What follows belongs to an exercise in optimizing a design on an open flow for small area; a production flow would make more cautious choices. At most, simulation tests tie the RTL to the original design; equivalence was not proved. Power figures rest on the tool's default switching activity, not on a simulated workload.

## matrix_show_top
module matrix_show_top (
    input  logic       clk,
    input  logic       rst_n,
    input  logic       btn,
    input  logic       uart_rx,
    input  logic [4:0] mode_sw,
    output logic       uart_tx
);
Size: about 10 I/O pins, roughly 7300 µm² of cells after synthesis.
==> flow/config.mk <==
export PLATFORM = sky130hd
export DESIGN_NAME = matrix_show_top
export DESIGN_NICKNAME = matrix_show_top
export VERILOG_FILES = /design/flow/design.v
export SDC_FILE = /design/flow/constraint.sdc
export NUM_CORES = 4
export LEC_CHECK = 0
export CAP_MARGIN = 20
export CORE_MARGIN = 2
export CORE_UTILIZATION = 75
export PLACE_DENSITY = 0.85
export SLEW_MARGIN = 20
==> flow/constraint.sdc <==
create_clock -name core_clock -period 10.0 [get_ports {clk}]
set_input_delay 2.0000 -clock core_clock [delete_from_list [all_inputs] [get_ports {clk}]]
set_output_delay 2.0000 -clock core_clock [all_outputs]
set_load 0.01 [all_outputs]
standard.sh (not shown) runs the stock make flow with config.mk's settings and CLKGATE_MAP_FILE= SYNTH_SCRIPT=/design/flow/synth_recipe.tcl, a recipe that flattens the netlist after the stock synthesis.
==> flow/flow/run.sh <==
#!/bin/bash
# Layout flow: the standard flow (standard.sh) in two parts.
#  1. Synthesis as standard, except that ABC maps the logic with an area
#     script (flow/abc_area.script) and adders are left to ABC instead of
#     being mapped to ha/fa cells. Registers are mapped before ABC runs, so
#     they come out as in the standard synthesis.
#  2. The rest of the standard flow, with CTS dummy loads off, smaller
#     clock buffers and the smallest buffer on the ports.
# Each step's full output goes to a log file of its own in this folder.
set -euo pipefail
here=$(pwd)
rm -rf "$here/scripts_abc"
cp -r "$FLOW_HOME/scripts" "$here/scripts_abc"
cp "$here/flow/abc_area.script" "$here/scripts_abc/abc_area.script"

bash standard.sh synth \
  "SCRIPTS_DIR=$here/scripts_abc" "ABC_AREA=1" "ADDER_MAP_FILE=" > synth.log 2>&1

bash standard.sh finish \
  "CTS_ARGS=-sink_clustering_enable -repair_clock_nets -dont_use_dummy_load -buf_list sky130_fd_sc_hd__clkbuf_4 -sink_clustering_size 10 -sink_clustering_max_diameter 40" \
  "BUFFER_PORTS_ARGS=-buffer_cell sky130_fd_sc_hd__buf_1" > finish.log 2>&1
==> flow/flow/abc_area.script <==
strash
ifraig
dc2
strash
dch -f
amap -m -F 4 -A 10
topo
==> next run, changes <==
--- a/flow/flow/run.sh
+++ b/flow/flow/run.sh
@@ -20 +20 @@
-  "CTS_ARGS=-sink_clustering_enable -repair_clock_nets -dont_use_dummy_load -buf_list sky130_fd_sc_hd__clkbuf_4 -sink_clustering_size 10 -sink_clustering_max_diameter 40" \
+  "CTS_ARGS=-sink_clustering_enable -repair_clock_nets -dont_use_dummy_load -buf_list sky130_fd_sc_hd__clkbuf_4 -sink_clustering_size 8 -sink_clustering_max_diameter 35" \
==> flow/flow/abc_area.script (replaced) <==
strash
ifraig
dc2
resub -K 8
rewrite -z
dc2
strash
dch -f
amap -m -F 4 -A 10
topo
Effect: Critical path depth is higher by 4; final area rises by 0.38%; global-route usage fell by 0.62 points; setup slack degrades by 340 ps; core utilization increases by 0.70 points; power came out higher by 12%; synthesized area is lower by about 0.66%; die area goes down by 0.62%; clock skew decreases by 4.9 ps; wire length is lower by 2.8%; non-clock buffer count climbs by 1.
Function was not checked in any run of this note: the RTL went through the layout flow alone.

* * *

xenon:
matrix_show_top, a different RTL version from the one above (not shown whole).
Size: ~810 cells after synthesis, ~10 I/O pins.
clock: 10.0 ns
lec_check: 0
abc_area: 1
cap_margin: 20
core_margin: 2
core_utilization: 60
cts_buf_list: sky130_fd_sc_hd__clkbuf_4
place_density: 0.75
slew_margin: 20
run.sh (not shown) runs the stock make flow with config.mk's settings and CLKGATE_MAP_FILE= SYNTH_SCRIPT=/design/flow/synth_recipe.tcl, a recipe that flattens the netlist after the stock synthesis.
Stock flow here: none of the scripts above is used.
Here is what was changed in the inputs of onyx compared with xenon.
- ABC_AREA removed (was 1)
- CORE_UTILIZATION changed from 60 to 40
- PLACE_DENSITY changed from 0.75 to 0.6
- CTS_BUF_LIST removed (was sky130_fd_sc_hd__clkbuf_4)
[summary]
Going from xenon to onyx, routed length on met3 shrinks by 36%. onyx ends up with higher post-synthesis compound-gate area fraction than xenon does. Re overall routing resource usage: xenon was higher than onyx. Diff xenon -> onyx | die height | up by more than 10%. xenon → onyx: detailed placement HPWL fell by about 9%, post-route cell area shrank by 1.3%.

[port drivers added, routing unchanged]
How much do the figures lean on ideal ports? The routed layouts below were timed once more, with nothing changed but the port constraints.
Step 1 assumes that a clkbuf_16 drives the clock port and a buf_2 every other input.
Step 2 moves the port delays by t, midway between the first and last clock arrival at a register: inputs arrive t later, outputs are due t later. That takes back most of the time a late clock gives input paths.
a / b / c = no drivers / after step 1 / after step 2; a / b = the first two.
run	t, ns	slack for setup (ns)	hold slack, ns	slew at the worst register clock pin (ns)	worst data-port slew with drivers (ns)
the first run of note 1	0.636	5.447 / 5.449 / 4.813	0.294 / 0.294 / 0.294	0.12 / 0.12	0.04
the second run of note 1	0.578	5.108 / 5.108 / 5.096	0.307 / 0.307 / 0.307	0.09 / 0.09	0.03
xenon	0.660	6.077 / 6.077 / 5.934	0.285 / 0.285 / 0.285	0.07 / 0.07	0.03
onyx	0.560	5.931 / 5.931 / 5.737	0.322 / 0.322 / 0.322	0.06 / 0.06	0.03
After both steps setup and hold are still met in every run listed. The setup slack of the first run of note 1, which loses most, moves by +0.002 ns with the drivers and by -0.634 ns with both steps.
